Context: an optimization exercise on an open-source flow, tuned for small area and a short achievable clock period. The choices shown serve that exercise and are no tape-out recipe.
RTL that was checked went through simulation tests only; none was proved equivalent to the original.
Power and IR drop assume default switching activity.

==> run a: inputs <==
## chain_mod
module chain_mod #(
    parameter int BIT_RES   = 32,
    parameter int FRAC_BITS = 23
) (
    input  logic               clk,
    input  logic               reset,
    input  logic [BIT_RES-1:0] numInSide,
    output logic [BIT_RES-1:0] numOutSide,
    input  logic [BIT_RES-1:0] numInTop,
    output logic [BIT_RES-1:0] numOutTop,
    output logic [BIT_RES-1:0] sum
);
clock: 13.5 ns
lec_check: 0
abc_area: 1
cap_margin: 20
core_margin: 2
core_utilization: 55
slew_margin: 20
synth_hierarchical: 1
synth_minimum_keep_size: 0
run.sh (not shown) runs the stock make flow with config.mk's settings and CLKGATE_MAP_FILE= SYNTH_SCRIPT=/design/flow/synth_recipe.tcl, a recipe that flattens the netlist after the stock synthesis.
==> inputs of run b, as changes to run a <==
==> flow/flow/run.sh (new file) <==
#!/bin/bash
cp standard.sh standard_sh_copy.txt
export SETUP_SLACK_MARGIN=6.5
bash standard.sh > standard.log 2>&1
==> flow/standard.sh (new file) <==
#!/bin/bash
# synth_recipe.tcl (not shown) runs the flow's synth.tcl, then flattens the netlist and writes it again
# the make line also repeats each setting of config.mk as NAME=value (left out here)
make -C /OpenROAD-flow-scripts/flow DESIGN_CONFIG=/design/flow/config.mk WORK_HOME=/design/flow/orfs CLKGATE_MAP_FILE= SYNTH_SCRIPT=/design/flow/synth_recipe.tcl "${@:-finish}"
removed: flow/run.sh
==> run notes <==
	run b	run a
Result of the run	no timing/DRC/antenna violations	no timing/DRC/antenna violations
Non-clock buffer contribution to total cell area	7.45%	6.42%
GRT Overall Usage	42.8%	42.2%
Number of iterations in the first detailed-routing pass	8	6
Detailed-route wire length per cell	27.3 um	27.1 um
Worst slew margin relative to its limit	48.1%	26.0%
CP Launch Point	r_row0[25]$_DFF_P_	r_row1[18]$_DFF_P_
Number of filler instances in the final layout	4885	4947
CP Depth	17	16
Non-CTS inverters	300	298
Crit-path max cell delay	0.55 ns	0.58 ns
Worst-path cell with the longest stage delay	sky130_fd_sc_hd__clkdlybuf4s50_1	sky130_fd_sc_hd__nor3b_2
Post-CTS resize count	61	0
Net switching share of the total power	56.7%	56.7%
Multi-input combinational cell count	2987	2977
Utilization after layout	62.4%	60.7%
Number of setup buffers added after CTS	7	0
No functional check of the RTL was part of any run of this note.

* * *

==> inputs of willow <==
Another version of the RTL of chain_mod (not shown whole).
Design chain_mod, start of the top module:
module chain_mod #(
    parameter int BIT_RES   = 32,
    parameter int FRAC_BITS = 23
) (
    input  logic               clk,
    input  logic               reset,
    input  logic [BIT_RES-1:0] numInSide,
    output logic [BIT_RES-1:0] numOutSide,
    input  logic [BIT_RES-1:0] numInTop,
    output logic [BIT_RES-1:0] numOutTop,
    output logic [BIT_RES-1:0] sum
);
    logic bo0, bt0, bn0;
    logic pp0_0;
    logic pp0_1;
    logic pp0_2;
    logic pp0_3;
    logic pp0_4;
    logic pp0_5;
    logic pp0_6;
    logic pp0_7;
    logic pp0_8;
    logic pp0_9;
    logic pp0_10;
    logic pp0_11;
    logic pp0_12;
    logic pp0_13;
    logic pp0_14;
    logic pp0_15;
    logic pp0_16;
    logic pp0_17;
    logic pp0_18;
    logic pp0_19;
    logic pp0_20;
    logic pp0_21;
    logic pp0_22;
    logic pp0_23;
    logic pp0_24;
    logic pp0_25;
    logic pp0_26;
    logic pp0_27;
    logic pp0_28;
    logic pp0_29;
    logic pp0_30;
    logic pp0_31;
    logic pp0_32;
    logic bo1, bt1, bn1;
    logic pp1_0;
    logic pp1_1;
    logic pp1_2;
    logic pp1_3;
    logic pp1_4;
    logic pp1_5;
    logic pp1_6;
    logic pp1_7;
    logic pp1_8;
    logic pp1_9;
    logic pp1_10;
    logic pp1_11;
    logic pp1_12;
    logic pp1_13;
    logic pp1_14;
    logic pp1_15;
    logic pp1_16;
    logic pp1_17;
    logic pp1_18;
    logic pp1_19;
    logic pp1_20;
    logic pp1_21;
    logic pp1_22;
    logic pp1_23;
    logic pp1_24;
    logic pp1_25;
    logic pp1_26;
    logic pp1_27;
    logic pp1_28;
    logic pp1_29;
    logic pp1_30;
    logic pp1_31;
    logic pp1_32;
    logic bo2, bt2, bn2;
    logic pp2_0;
    logic pp2_1;
    logic pp2_2;
    logic pp2_3;
    logic pp2_4;
    logic pp2_5;
    logic pp2_6;
    logic pp2_7;
    logic pp2_8;
    logic pp2_9;
    logic pp2_10;
    logic pp2_11;
    logic pp2_12;
    logic pp2_13;
    logic pp2_14;
    logic pp2_15;
    logic pp2_16;
    logic pp2_17;
    logic pp2_18;
    logic pp2_19;
    logic pp2_20;
    logic pp2_21;
    logic pp2_22;
    logic pp2_23;
    logic pp2_24;
    logic pp2_25;
    logic pp2_26;
    logic pp2_27;
    logic pp2_28;
    logic pp2_29;
    logic pp2_30;
    logic pp2_31;
  ...
==> flow/config.mk <==
export PLATFORM = sky130hd
export DESIGN_NAME = chain_mod
export DESIGN_NICKNAME = chain_mod
export VERILOG_FILES = /design/flow/design.v
export SDC_FILE = /design/flow/constraint.sdc
export NUM_CORES = 4
export LEC_CHECK = 0
export ABC_AREA = 1
export CAP_MARGIN = 20
export CORE_MARGIN = 2
export CORE_UTILIZATION = 65
export SLEW_MARGIN = 20
export SYNTH_HIERARCHICAL = 1
export SYNTH_MINIMUM_KEEP_SIZE = 0
==> flow/constraint.sdc <==
create_clock -name core_clock -period 13.5 [get_ports {clk}]
set_input_delay 2.7000 -clock core_clock [delete_from_list [all_inputs] [get_ports {clk}]]
set_output_delay 2.7000 -clock core_clock [all_outputs]
set_load 0.01 [all_outputs]
standard.sh (not shown) runs the stock make flow with config.mk's settings and CLKGATE_MAP_FILE= SYNTH_SCRIPT=/design/flow/synth_recipe.tcl, a recipe that flattens the netlist after the stock synthesis.
==> flow/flow/run.sh <==
#!/bin/bash
export SETUP_SLACK_MARGIN=6.75
export BUFFER_PORTS_ARGS="-buffer_cell sky130_fd_sc_hd__buf_2"
bash standard.sh > standard.log 2>&1
==> cedar: changes against willow <==
--- a/flow/config.mk
+++ b/flow/config.mk
@@ -10,3 +10,3 @@
 export CORE_MARGIN = 2
-export CORE_UTILIZATION = 65
+export CORE_UTILIZATION = 70
 export SLEW_MARGIN = 20
==> results.yml <==
placed_design:
  place_area_mm2: 0.02960
  place_worst_setup_slack_ps: 5420
worst_setup_path:
  worstSetupStartpoint: "numInTop[23]"
  cp.buffers_inverters: 3
  slowest_delay_ps: 580
final_layout:
  final_layout_size_suffix_gt1_frac: 0.1258
  fill_cells: 3356
  final_cell_count_no_fill: 3853
detailed_routing:
  dr_total_vias: 26509
  drtPass1Iterations: 9
clock_tree:
  cts_resized: 27
global_routing:
  grtUsageMet2: 0.6809
sta:
  min_period_ps: 6747
power_and_ir_drop:
  power_frac_seq: 0.108
status:
  status: "no timing/DRC/antenna violations"
floorplan:
  start_util: 0.6597
That was willow.
==> results.yml <==
worst_setup_path:
  worstSetupStartpoint: "numInTop[19]"
  cp.buffers_inverters: 2
  slowest_delay_ps: 510
global_routing:
  grtUsageMet2: 0.7179
power_and_ir_drop:
  power_frac_seq: 0.106
final_layout:
  fill_cells: 2781
placed_design:
  place_area_mm2: 0.02954
  place_worst_setup_slack_ps: 5713
status:
  status: "no timing/DRC/antenna violations"
detailed_routing:
  dr_total_vias: 26926
sta:
  min_period_ps: 6759
That was cedar.
No run of this note included a check of the RTL's function; only the layout flow was run.

* * *

==> inputs of ember <==
chain_mod, a different RTL version from the one above (not shown whole).
Settings: LEC_CHECK=0, ABC_AREA=1, CAP_MARGIN=20, CORE_MARGIN=2, CORE_UTILIZATION=65, SLEW_MARGIN=20, SYNTH_HIERARCHICAL=1, SYNTH_MINIMUM_KEEP_SIZE=0; clock period 13.5 ns.
==> flow/flow/run.sh <==
#!/bin/bash
export SETUP_SLACK_MARGIN=7.0

bash standard.sh > standard.log 2>&1
==> tundra (differences from ember) <==
--- a/flow/design.v
+++ b/flow/design.v
@@ -1513,15 +1513,15 @@
     logic c956;
     logic s957;
     logic c958;
     logic s959;
     logic c960;
     assign bo0 = numInTop[0] ^ 1'b0;
     assign bt0 = (numInTop[1] & ~numInTop[0] & ~1'b0) | (~numInTop[1] & numInTop[0] & 1'b0);
-    assign bn0 = numInTop[1];
+    assign bn0 = numInTop[1] & ~(numInTop[0] & 1'b0);
     assign pp0_0 = (bo0 & numInSide[0]) ^ bn0;
     assign pp0_1 = ((bo0 & numInSide[1]) | (bt0 & numInSide[0])) ^ bn0;
     assign pp0_2 = ((bo0 & numInSide[2]) | (bt0 & numInSide[1])) ^ bn0;
     assign pp0_3 = ((bo0 & numInSide[3]) | (bt0 & numInSide[2])) ^ bn0;
     assign pp0_4 = ((bo0 & numInSide[4]) | (bt0 & numInSide[3])) ^ bn0;
     assign pp0_5 = ((bo0 & numInSide[5]) | (bt0 & numInSide[4])) ^ bn0;
     assign pp0_6 = ((bo0 & numInSide[6]) | (bt0 & numInSide[5])) ^ bn0;
@@ -1549,15 +1549,15 @@
     assign pp0_28 = ((bo0 & numInSide[28]) | (bt0 & numInSide[27])) ^ bn0;
     assign pp0_29 = ((bo0 & numInSide[29]) | (bt0 & numInSide[28])) ^ bn0;
     assign pp0_30 = ((bo0 & numInSide[30]) | (bt0 & numInSide[29])) ^ bn0;
     assign pp0_31 = ((bo0 & numInSide[31]) | (bt0 & numInSide[30])) ^ bn0;
     assign pp0_32 = ~(((bo0 & numInSide[31]) | (bt0 & numInSide[31])) ^ bn0);
     assign bo1 = numInTop[2] ^ numInTop[1];
     assign bt1 = (numInTop[3] & ~numInTop[2] & ~numInTop[1]) | (~numInTop[3] & numInTop[2] & numInTop[1]);
-    assign bn1 = numInTop[3];
+    assign bn1 = numInTop[3] & ~(numInTop[2] & numInTop[1]);
     assign pp1_0 = (bo1 & numInSide[0]) ^ bn1;
     assign pp1_1 = ((bo1 & numInSide[1]) | (bt1 & numInSide[0])) ^ bn1;
     assign pp1_2 = ((bo1 & numInSide[2]) | (bt1 & numInSide[1])) ^ bn1;
     assign pp1_3 = ((bo1 & numInSide[3]) | (bt1 & numInSide[2])) ^ bn1;
     assign pp1_4 = ((bo1 & numInSide[4]) | (bt1 & numInSide[3])) ^ bn1;
     assign pp1_5 = ((bo1 & numInSide[5]) | (bt1 & numInSide[4])) ^ bn1;
     assign pp1_6 = ((bo1 & numInSide[6]) | (bt1 & numInSide[5])) ^ bn1;
@@ -1585,15 +1585,15 @@
     assign pp1_28 = ((bo1 & numInSide[28]) | (bt1 & numInSide[27])) ^ bn1;
     assign pp1_29 = ((bo1 & numInSide[29]) | (bt1 & numInSide[28])) ^ bn1;
     assign pp1_30 = ((bo1 & numInSide[30]) | (bt1 & numInSide[29])) ^ bn1;
     assign pp1_31 = ((bo1 & numInSide[31]) | (bt1 & numInSide[30])) ^ bn1;
     assign pp1_32 = ~(((bo1 & numInSide[31]) | (bt1 & numInSide[31])) ^ bn1);
     assign bo2 = numInTop[4] ^ numInTop[3];
     assign bt2 = (numInTop[5] & ~numInTop[4] & ~numInTop[3]) | (~numInTop[5] & numInTop[4] & numInTop[3]);
-    assign bn2 = numInTop[5];
+    assign bn2 = numInTop[5] & ~(numInTop[4] & numInTop[3]);
     assign pp2_0 = (bo2 & numInSide[0]) ^ bn2;
     assign pp2_1 = ((bo2 & numInSide[1]) | (bt2 & numInSide[0])) ^ bn2;
     assign pp2_2 = ((bo2 & numInSide[2]) | (bt2 & numInSide[1])) ^ bn2;
     assign pp2_3 = ((bo2 & numInSide[3]) | (bt2 & numInSide[2])) ^ bn2;
     assign pp2_4 = ((bo2 & numInSide[4]) | (bt2 & numInSide[3])) ^ bn2;
     assign pp2_5 = ((bo2 & numInSide[5]) | (bt2 & numInSide[4])) ^ bn2;
     assign pp2_6 = ((bo2 & numInSide[6]) | (bt2 & numInSide[5])) ^ bn2;
@@ -1621,15 +1621,15 @@
     assign pp2_28 = ((bo2 & numInSide[28]) | (bt2 & numInSide[27])) ^ bn2;
     assign pp2_29 = ((bo2 & numInSide[29]) | (bt2 & numInSide[28])) ^ bn2;
     assign pp2_30 = ((bo2 & numInSide[30]) | (bt2 & numInSide[29])) ^ bn2;
     assign pp2_31 = ((bo2 & numInSide[31]) | (bt2 & numInSide[30])) ^ bn2;
     assign pp2_32 = ~(((bo2 & numInSide[31]) | (bt2 & numInSide[31])) ^ bn2);
     assign bo3 = numInTop[6] ^ numInTop[5];
     assign bt3 = (numInTop[7] & ~numInTop[6] & ~numInTop[5]) | (~numInTop[7] & numInTop[6] & numInTop[5]);
-    assign bn3 = numInTop[7];
+    assign bn3 = numInTop[7] & ~(numInTop[6] & numInTop[5]);
     assign pp3_0 = (bo3 & numInSide[0]) ^ bn3;
     assign pp3_1 = ((bo3 & numInSide[1]) | (bt3 & numInSide[0])) ^ bn3;
     assign pp3_2 = ((bo3 & numInSide[2]) | (bt3 & numInSide[1])) ^ bn3;
     assign pp3_3 = ((bo3 & numInSide[3]) | (bt3 & numInSide[2])) ^ bn3;
     assign pp3_4 = ((bo3 & numInSide[4]) | (bt3 & numInSide[3])) ^ bn3;
     assign pp3_5 = ((bo3 & numInSide[5]) | (bt3 & numInSide[4])) ^ bn3;
     assign pp3_6 = ((bo3 & numInSide[6]) | (bt3 & numInSide[5])) ^ bn3;
@@ -1657,15 +1657,15 @@
     assign pp3_28 = ((bo3 & numInSide[28]) | (bt3 & numInSide[27])) ^ bn3;
     assign pp3_29 = ((bo3 & numInSide[29]) | (bt3 & numInSide[28])) ^ bn3;
     assign pp3_30 = ((bo3 & numInSide[30]) | (bt3 & numInSide[29])) ^ bn3;
     assign pp3_31 = ((bo3 & numInSide[31]) | (bt3 & numInSide[30])) ^ bn3;
     assign pp3_32 = ~(((bo3 & numInSide[31]) | (bt3 & numInSide[31])) ^ bn3);
     assign bo4 = numInTop[8] ^ numInTop[7];
     assign bt4 = (numInTop[9] & ~numInTop[8] & ~numInTop[7]) | (~numInTop[9] & numInTop[8] & numInTop[7]);
-    assign bn4 = numInTop[9];
+    assign bn4 = numInTop[9] & ~(numInTop[8] & numInTop[7]);
     assign pp4_0 = (bo4 & numInSide[0]) ^ bn4;
     assign pp4_1 = ((bo4 & numInSide[1]) | (bt4 & numInSide[0])) ^ bn4;
     assign pp4_2 = ((bo4 & numInSide[2]) | (bt4 & numInSide[1])) ^ bn4;
     assign pp4_3 = ((bo4 & numInSide[3]) | (bt4 & numInSide[2])) ^ bn4;
     assign pp4_4 = ((bo4 & numInSide[4]) | (bt4 & numInSide[3])) ^ bn4;
     assign pp4_5 = ((bo4 & numInSide[5]) | (bt4 & numInSide[4])) ^ bn4;
     assign pp4_6 = ((bo4 & numInSide[6]) | (bt4 & numInSide[5])) ^ bn4;
@@ -1693,15 +1693,15 @@
     assign pp4_28 = ((bo4 & numInSide[28]) | (bt4 & numInSide[27])) ^ bn4;
     assign pp4_29 = ((bo4 & numInSide[29]) | (bt4 & numInSide[28])) ^ bn4;
     assign pp4_30 = ((bo4 & numInSide[30]) | (bt4 & numInSide[29])) ^ bn4;
     assign pp4_31 = ((bo4 & numInSide[31]) | (bt4 & numInSide[30])) ^ bn4;
     assign pp4_32 = ~(((bo4 & numInSide[31]) | (bt4 & numInSide[31])) ^ bn4);
     assign bo5 = numInTop[10] ^ numInTop[9];
     assign bt5 = (numInTop[11] & ~numInTop[10] & ~numInTop[9]) | (~numInTop[11] & numInTop[10] & numInTop[9]);
-    assign bn5 = numInTop[11];
+    assign bn5 = numInTop[11] & ~(numInTop[10] & numInTop[9]);
     assign pp5_0 = (bo5 & numInSide[0]) ^ bn5;
     assign pp5_1 = ((bo5 & numInSide[1]) | (bt5 & numInSide[0])) ^ bn5;
     assign pp5_2 = ((bo5 & numInSide[2]) | (bt5 & numInSide[1])) ^ bn5;
     assign pp5_3 = ((bo5 & numInSide[3]) | (bt5 & numInSide[2])) ^ bn5;
     assign pp5_4 = ((bo5 & numInSide[4]) | (bt5 & numInSide[3])) ^ bn5;
     assign pp5_5 = ((bo5 & numInSide[5]) | (bt5 & numInSide[4])) ^ bn5;
     assign pp5_6 = ((bo5 & numInSide[6]) | (bt5 & numInSide[5])) ^ bn5;
@@ -1729,15 +1729,15 @@
     assign pp5_28 = ((bo5 & numInSide[28]) | (bt5 & numInSide[27])) ^ bn5;
     assign pp5_29 = ((bo5 & numInSide[29]) | (bt5 & numInSide[28])) ^ bn5;
     assign pp5_30 = ((bo5 & numInSide[30]) | (bt5 & numInSide[29])) ^ bn5;
     assign pp5_31 = ((bo5 & numInSide[31]) | (bt5 & numInSide[30])) ^ bn5;
     assign pp5_32 = ~(((bo5 & numInSide[31]) | (bt5 & numInSide[31])) ^ bn5);
     assign bo6 = numInTop[12] ^ numInTop[11];
     assign bt6 = (numInTop[13] & ~numInTop[12] & ~numInTop[11]) | (~numInTop[13] & numInTop[12] & numInTop[11]);
-    assign bn6 = numInTop[13];
+    assign bn6 = numInTop[13] & ~(numInTop[12] & numInTop[11]);
     assign pp6_0 = (bo6 & numInSide[0]) ^ bn6;
     assign pp6_1 = ((bo6 & numInSide[1]) | (bt6 & numInSide[0])) ^ bn6;
     assign pp6_2 = ((bo6 & numInSide[2]) | (bt6 & numInSide[1])) ^ bn6;
     assign pp6_3 = ((bo6 & numInSide[3]) | (bt6 & numInSide[2])) ^ bn6;
     assign pp6_4 = ((bo6 & numInSide[4]) | (bt6 & numInSide[3])) ^ bn6;
     assign pp6_5 = ((bo6 & numInSide[5]) | (bt6 & numInSide[4])) ^ bn6;
     assign pp6_6 = ((bo6 & numInSide[6]) | (bt6 & numInSide[5])) ^ bn6;
@@ -1765,15 +1765,15 @@
     assign pp6_28 = ((bo6 & numInSide[28]) | (bt6 & numInSide[27])) ^ bn6;
     assign pp6_29 = ((bo6 & numInSide[29]) | (bt6 & numInSide[28])) ^ bn6;
     assign pp6_30 = ((bo6 & numInSide[30]) | (bt6 & numInSide[29])) ^ bn6;
     assign pp6_31 = ((bo6 & numInSide[31]) | (bt6 & numInSide[30])) ^ bn6;
     assign pp6_32 = ~(((bo6 & numInSide[31]) | (bt6 & numInSide[31])) ^ bn6);
     assign bo7 = numInTop[14] ^ numInTop[13];
     assign bt7 = (numInTop[15] & ~numInTop[14] & ~numInTop[13]) | (~numInTop[15] & numInTop[14] & numInTop[13]);
-    assign bn7 = numInTop[15];
+    assign bn7 = numInTop[15] & ~(numInTop[14] & numInTop[13]);
     assign pp7_0 = (bo7 & numInSide[0]) ^ bn7;
     assign pp7_1 = ((bo7 & numInSide[1]) | (bt7 & numInSide[0])) ^ bn7;
     assign pp7_2 = ((bo7 & numInSide[2]) | (bt7 & numInSide[1])) ^ bn7;
     assign pp7_3 = ((bo7 & numInSide[3]) | (bt7 & numInSide[2])) ^ bn7;
     assign pp7_4 = ((bo7 & numInSide[4]) | (bt7 & numInSide[3])) ^ bn7;
     assign pp7_5 = ((bo7 & numInSide[5]) | (bt7 & numInSide[4])) ^ bn7;
     assign pp7_6 = ((bo7 & numInSide[6]) | (bt7 & numInSide[5])) ^ bn7;
@@ -1801,15 +1801,15 @@
     assign pp7_28 = ((bo7 & numInSide[28]) | (bt7 & numInSide[27])) ^ bn7;
     assign pp7_29 = ((bo7 & numInSide[29]) | (bt7 & numInSide[28])) ^ bn7;
     assign pp7_30 = ((bo7 & numInSide[30]) | (bt7 & numInSide[29])) ^ bn7;
     assign pp7_31 = ((bo7 & numInSide[31]) | (bt7 & numInSide[30])) ^ bn7;
     assign pp7_32 = ~(((bo7 & numInSide[31]) | (bt7 & numInSide[31])) ^ bn7);
     assign bo8 = numInTop[16] ^ numInTop[15];
     assign bt8 = (numInTop[17] & ~numInTop[16] & ~numInTop[15]) | (~numInTop[17] & numInTop[16] & numInTop[15]);
-    assign bn8 = numInTop[17];
+    assign bn8 = numInTop[17] & ~(numInTop[16] & numInTop[15]);
     assign pp8_0 = (bo8 & numInSide[0]) ^ bn8;
     assign pp8_1 = ((bo8 & numInSide[1]) | (bt8 & numInSide[0])) ^ bn8;
     assign pp8_2 = ((bo8 & numInSide[2]) | (bt8 & numInSide[1])) ^ bn8;
     assign pp8_3 = ((bo8 & numInSide[3]) | (bt8 & numInSide[2])) ^ bn8;
     assign pp8_4 = ((bo8 & numInSide[4]) | (bt8 & numInSide[3])) ^ bn8;
     assign pp8_5 = ((bo8 & numInSide[5]) | (bt8 & numInSide[4])) ^ bn8;
     assign pp8_6 = ((bo8 & numInSide[6]) | (bt8 & numInSide[5])) ^ bn8;
@@ -1837,15 +1837,15 @@
     assign pp8_28 = ((bo8 & numInSide[28]) | (bt8 & numInSide[27])) ^ bn8;
     assign pp8_29 = ((bo8 & numInSide[29]) | (bt8 & numInSide[28])) ^ bn8;
     assign pp8_30 = ((bo8 & numInSide[30]) | (bt8 & numInSide[29])) ^ bn8;
     assign pp8_31 = ((bo8 & numInSide[31]) | (bt8 & numInSide[30])) ^ bn8;
     assign pp8_32 = ~(((bo8 & numInSide[31]) | (bt8 & numInSide[31])) ^ bn8);
     assign bo9 = numInTop[18] ^ numInTop[17];
     assign bt9 = (numInTop[19] & ~numInTop[18] & ~numInTop[17]) | (~numInTop[19] & numInTop[18] & numInTop[17]);
-    assign bn9 = numInTop[19];
+    assign bn9 = numInTop[19] & ~(numInTop[18] & numInTop[17]);
     assign pp9_0 = (bo9 & numInSide[0]) ^ bn9;
     assign pp9_1 = ((bo9 & numInSide[1]) | (bt9 & numInSide[0])) ^ bn9;
     assign pp9_2 = ((bo9 & numInSide[2]) | (bt9 & numInSide[1])) ^ bn9;
     assign pp9_3 = ((bo9 & numInSide[3]) | (bt9 & numInSide[2])) ^ bn9;
     assign pp9_4 = ((bo9 & numInSide[4]) | (bt9 & numInSide[3])) ^ bn9;
     assign pp9_5 = ((bo9 & numInSide[5]) | (bt9 & numInSide[4])) ^ bn9;
     assign pp9_6 = ((bo9 & numInSide[6]) | (bt9 & numInSide[5])) ^ bn9;
@@ -1873,15 +1873,15 @@
     assign pp9_28 = ((bo9 & numInSide[28]) | (bt9 & numInSide[27])) ^ bn9;
     assign pp9_29 = ((bo9 & numInSide[29]) | (bt9 & numInSide[28])) ^ bn9;
     assign pp9_30 = ((bo9 & numInSide[30]) | (bt9 & numInSide[29])) ^ bn9;
     assign pp9_31 = ((bo9 & numInSide[31]) | (bt9 & numInSide[30])) ^ bn9;
     assign pp9_32 = ~(((bo9 & numInSide[31]) | (bt9 & numInSide[31])) ^ bn9);
     assign bo10 = numInTop[20] ^ numInTop[19];
     assign bt10 = (numInTop[21] & ~numInTop[20] & ~numInTop[19]) | (~numInTop[21] & numInTop[20] & numInTop[19]);
-    assign bn10 = numInTop[21];
+    assign bn10 = numInTop[21] & ~(numInTop[20] & numInTop[19]);
     assign pp10_0 = (bo10 & numInSide[0]) ^ bn10;
     assign pp10_1 = ((bo10 & numInSide[1]) | (bt10 & numInSide[0])) ^ bn10;
     assign pp10_2 = ((bo10 & numInSide[2]) | (bt10 & numInSide[1])) ^ bn10;
     assign pp10_3 = ((bo10 & numInSide[3]) | (bt10 & numInSide[2])) ^ bn10;
     assign pp10_4 = ((bo10 & numInSide[4]) | (bt10 & numInSide[3])) ^ bn10;
     assign pp10_5 = ((bo10 & numInSide[5]) | (bt10 & numInSide[4])) ^ bn10;
     assign pp10_6 = ((bo10 & numInSide[6]) | (bt10 & numInSide[5])) ^ bn10;
@@ -1909,15 +1909,15 @@
     assign pp10_28 = ((bo10 & numInSide[28]) | (bt10 & numInSide[27])) ^ bn10;
     assign pp10_29 = ((bo10 & numInSide[29]) | (bt10 & numInSide[28])) ^ bn10;
     assign pp10_30 = ((bo10 & numInSide[30]) | (bt10 & numInSide[29])) ^ bn10;
     assign pp10_31 = ((bo10 & numInSide[31]) | (bt10 & numInSide[30])) ^ bn10;
     assign pp10_32 = ~(((bo10 & numInSide[31]) | (bt10 & numInSide[31])) ^ bn10);
     assign bo11 = numInTop[22] ^ numInTop[21];
     assign bt11 = (numInTop[23] & ~numInTop[22] & ~numInTop[21]) | (~numInTop[23] & numInTop[22] & numInTop[21]);
-    assign bn11 = numInTop[23];
+    assign bn11 = numInTop[23] & ~(numInTop[22] & numInTop[21]);
     assign pp11_0 = (bo11 & numInSide[0]) ^ bn11;
     assign pp11_1 = ((bo11 & numInSide[1]) | (bt11 & numInSide[0])) ^ bn11;
     assign pp11_2 = ((bo11 & numInSide[2]) | (bt11 & numInSide[1])) ^ bn11;
     assign pp11_3 = ((bo11 & numInSide[3]) | (bt11 & numInSide[2])) ^ bn11;
     assign pp11_4 = ((bo11 & numInSide[4]) | (bt11 & numInSide[3])) ^ bn11;
     assign pp11_5 = ((bo11 & numInSide[5]) | (bt11 & numInSide[4])) ^ bn11;
     assign pp11_6 = ((bo11 & numInSide[6]) | (bt11 & numInSide[5])) ^ bn11;
@@ -1945,15 +1945,15 @@
     assign pp11_28 = ((bo11 & numInSide[28]) | (bt11 & numInSide[27])) ^ bn11;
     assign pp11_29 = ((bo11 & numInSide[29]) | (bt11 & numInSide[28])) ^ bn11;
     assign pp11_30 = ((bo11 & numInSide[30]) | (bt11 & numInSide[29])) ^ bn11;
     assign pp11_31 = ((bo11 & numInSide[31]) | (bt11 & numInSide[30])) ^ bn11;
     assign pp11_32 = ~(((bo11 & numInSide[31]) | (bt11 & numInSide[31])) ^ bn11);
     assign bo12 = numInTop[24] ^ numInTop[23];
     assign bt12 = (numInTop[25] & ~numInTop[24] & ~numInTop[23]) | (~numInTop[25] & numInTop[24] & numInTop[23]);
-    assign bn12 = numInTop[25];
+    assign bn12 = numInTop[25] & ~(numInTop[24] & numInTop[23]);
     assign pp12_0 = (bo12 & numInSide[0]) ^ bn12;
     assign pp12_1 = ((bo12 & numInSide[1]) | (bt12 & numInSide[0])) ^ bn12;
     assign pp12_2 = ((bo12 & numInSide[2]) | (bt12 & numInSide[1])) ^ bn12;
     assign pp12_3 = ((bo12 & numInSide[3]) | (bt12 & numInSide[2])) ^ bn12;
     assign pp12_4 = ((bo12 & numInSide[4]) | (bt12 & numInSide[3])) ^ bn12;
     assign pp12_5 = ((bo12 & numInSide[5]) | (bt12 & numInSide[4])) ^ bn12;
     assign pp12_6 = ((bo12 & numInSide[6]) | (bt12 & numInSide[5])) ^ bn12;
@@ -1981,15 +1981,15 @@
     assign pp12_28 = ((bo12 & numInSide[28]) | (bt12 & numInSide[27])) ^ bn12;
     assign pp12_29 = ((bo12 & numInSide[29]) | (bt12 & numInSide[28])) ^ bn12;
     assign pp12_30 = ((bo12 & numInSide[30]) | (bt12 & numInSide[29])) ^ bn12;
     assign pp12_31 = ((bo12 & numInSide[31]) | (bt12 & numInSide[30])) ^ bn12;
     assign pp12_32 = ~(((bo12 & numInSide[31]) | (bt12 & numInSide[31])) ^ bn12);
     assign bo13 = numInTop[26] ^ numInTop[25];
     assign bt13 = (numInTop[27] & ~numInTop[26] & ~numInTop[25]) | (~numInTop[27] & numInTop[26] & numInTop[25]);
-    assign bn13 = numInTop[27];
+    assign bn13 = numInTop[27] & ~(numInTop[26] & numInTop[25]);
     assign pp13_0 = (bo13 & numInSide[0]) ^ bn13;
     assign pp13_1 = ((bo13 & numInSide[1]) | (bt13 & numInSide[0])) ^ bn13;
     assign pp13_2 = ((bo13 & numInSide[2]) | (bt13 & numInSide[1])) ^ bn13;
     assign pp13_3 = ((bo13 & numInSide[3]) | (bt13 & numInSide[2])) ^ bn13;
     assign pp13_4 = ((bo13 & numInSide[4]) | (bt13 & numInSide[3])) ^ bn13;
     assign pp13_5 = ((bo13 & numInSide[5]) | (bt13 & numInSide[4])) ^ bn13;
     assign pp13_6 = ((bo13 & numInSide[6]) | (bt13 & numInSide[5])) ^ bn13;
@@ -2017,15 +2017,15 @@
     assign pp13_28 = ((bo13 & numInSide[28]) | (bt13 & numInSide[27])) ^ bn13;
     assign pp13_29 = ((bo13 & numInSide[29]) | (bt13 & numInSide[28])) ^ bn13;
     assign pp13_30 = ((bo13 & numInSide[30]) | (bt13 & numInSide[29])) ^ bn13;
     assign pp13_31 = ((bo13 & numInSide[31]) | (bt13 & numInSide[30])) ^ bn13;
     assign pp13_32 = ~(((bo13 & numInSide[31]) | (bt13 & numInSide[31])) ^ bn13);
     assign bo14 = numInTop[28] ^ numInTop[27];
     assign bt14 = (numInTop[29] & ~numInTop[28] & ~numInTop[27]) | (~numInTop[29] & numInTop[28] & numInTop[27]);
-    assign bn14 = numInTop[29];
+    assign bn14 = numInTop[29] & ~(numInTop[28] & numInTop[27]);
     assign pp14_0 = (bo14 & numInSide[0]) ^ bn14;
     assign pp14_1 = ((bo14 & numInSide[1]) | (bt14 & numInSide[0])) ^ bn14;
     assign pp14_2 = ((bo14 & numInSide[2]) | (bt14 & numInSide[1])) ^ bn14;
     assign pp14_3 = ((bo14 & numInSide[3]) | (bt14 & numInSide[2])) ^ bn14;
     assign pp14_4 = ((bo14 & numInSide[4]) | (bt14 & numInSide[3])) ^ bn14;
     assign pp14_5 = ((bo14 & numInSide[5]) | (bt14 & numInSide[4])) ^ bn14;
     assign pp14_6 = ((bo14 & numInSide[6]) | (bt14 & numInSide[5])) ^ bn14;
@@ -2053,15 +2053,15 @@
     assign pp14_28 = ((bo14 & numInSide[28]) | (bt14 & numInSide[27])) ^ bn14;
     assign pp14_29 = ((bo14 & numInSide[29]) | (bt14 & numInSide[28])) ^ bn14;
     assign pp14_30 = ((bo14 & numInSide[30]) | (bt14 & numInSide[29])) ^ bn14;
     assign pp14_31 = ((bo14 & numInSide[31]) | (bt14 & numInSide[30])) ^ bn14;
     assign pp14_32 = ~(((bo14 & numInSide[31]) | (bt14 & numInSide[31])) ^ bn14);
     assign bo15 = numInTop[30] ^ numInTop[29];
     assign bt15 = (numInTop[31] & ~numInTop[30] & ~numInTop[29]) | (~numInTop[31] & numInTop[30] & numInTop[29]);
-    assign bn15 = numInTop[31];
+    assign bn15 = numInTop[31] & ~(numInTop[30] & numInTop[29]);
     assign pp15_0 = (bo15 & numInSide[0]) ^ bn15;
     assign pp15_1 = ((bo15 & numInSide[1]) | (bt15 & numInSide[0])) ^ bn15;
     assign pp15_2 = ((bo15 & numInSide[2]) | (bt15 & numInSide[1])) ^ bn15;
     assign pp15_3 = ((bo15 & numInSide[3]) | (bt15 & numInSide[2])) ^ bn15;
     assign pp15_4 = ((bo15 & numInSide[4]) | (bt15 & numInSide[3])) ^ bn15;
     assign pp15_5 = ((bo15 & numInSide[5]) | (bt15 & numInSide[4])) ^ bn15;
     assign pp15_6 = ((bo15 & numInSide[6]) | (bt15 & numInSide[5])) ^ bn15;
==> flow/flow/run.sh (replaced) <==
#!/bin/bash
export SETUP_SLACK_MARGIN=6.85
export BUFFER_PORTS_ARGS="-buffer_cell sky130_fd_sc_hd__buf_2"
bash standard.sh > standard.log 2>&1
==> zinc (differences from ember) <==
==> flow/flow/run.sh (replaced) <==
#!/bin/bash
export SETUP_SLACK_MARGIN=6.5
export BUFFER_PORTS_ARGS="-buffer_cell sky130_fd_sc_hd__buf_2"
bash standard.sh > standard.log 2>&1
==> summary of the runs <==
zinc produced a clean layout. tundra passed the timing, design-rule and antenna checks. ember completed with no timing, DRC or antenna violations.
Clock skew: zinc < ember < tundra.
Power, lowest first: zinc, ember, tundra.
Against zinc, the register-to-register slack of ember is higher by 0.13 ns.
Hold slack: ember < tundra < zinc.
Final cell count, highest first: ember, zinc, tundra.
Against tundra, the area after synthesis of ember is lower by 0.26%.
Design area: ember > tundra > zinc.
Between zinc and ember, the lower combinational power is in zinc (gap about 9%, measured against ember).
Maximum frequency, highest first: tundra, ember, zinc.

-- port drivers added, routing unchanged --
The results above use ideal ports. As a check the final layouts listed here were re-extracted and re-timed, cells and wires unchanged. Step 1 (the two cells are an assumption about what drives the block):
set clk [get_ports {clk}]
set_driving_cell -lib_cell sky130_fd_sc_hd__clkbuf_16 $clk
set_driving_cell -lib_cell sky130_fd_sc_hd__buf_2 [delete_from_list [all_inputs] $clk]
Step 2 moves the port delays by t, midway between the first and last clock arrival at a register: inputs arrive t later, outputs are due t later. That takes back most of the time a late clock gives input paths. a / b / c = no drivers / after step 1 / after step 2; a / b = the first two.
run | shift t [ns] | setup WS [ns] | hold WS [ns] | clock arrival spread, ns | cell pins on the clock port's net
run a | 0.579 | 4.927 / 4.862 / 5.441 | 0.680 / 0.680 / 0.680 | 0.026 / 0.026 | 1
run b | 0.579 | 6.537 / 6.470 / 6.004 | 0.682 / 0.682 / 0.682 | 0.024 / 0.024 | 1
willow | 0.571 | 6.753 / 6.796 / 6.225 | 0.709 / 0.709 / 0.709 | 0.021 / 0.022 | 1
cedar | 0.571 | 6.741 / 6.774 / 6.203 | 0.694 / 0.694 / 0.694 | 0.016 / 0.015 | 1
ember | 0.562 | 6.789 / 6.727 / 6.453 | 0.779 / 0.779 / 0.779 | 0.015 / 0.015 | 1
tundra | 0.583 | 6.814 / 6.753 / 6.271 | 0.784 / 0.784 / 0.784 | 0.021 / 0.022 | 1
zinc | 0.562 | 6.488 / 6.521 / 5.959 | 0.787 / 0.787 / 0.787 | 0.018 / 0.019 | 1
After both steps every run listed still meets setup and hold. The setup slack of tundra, which loses most, moves by -0.061 ns with the drivers and by -0.543 ns with both steps.
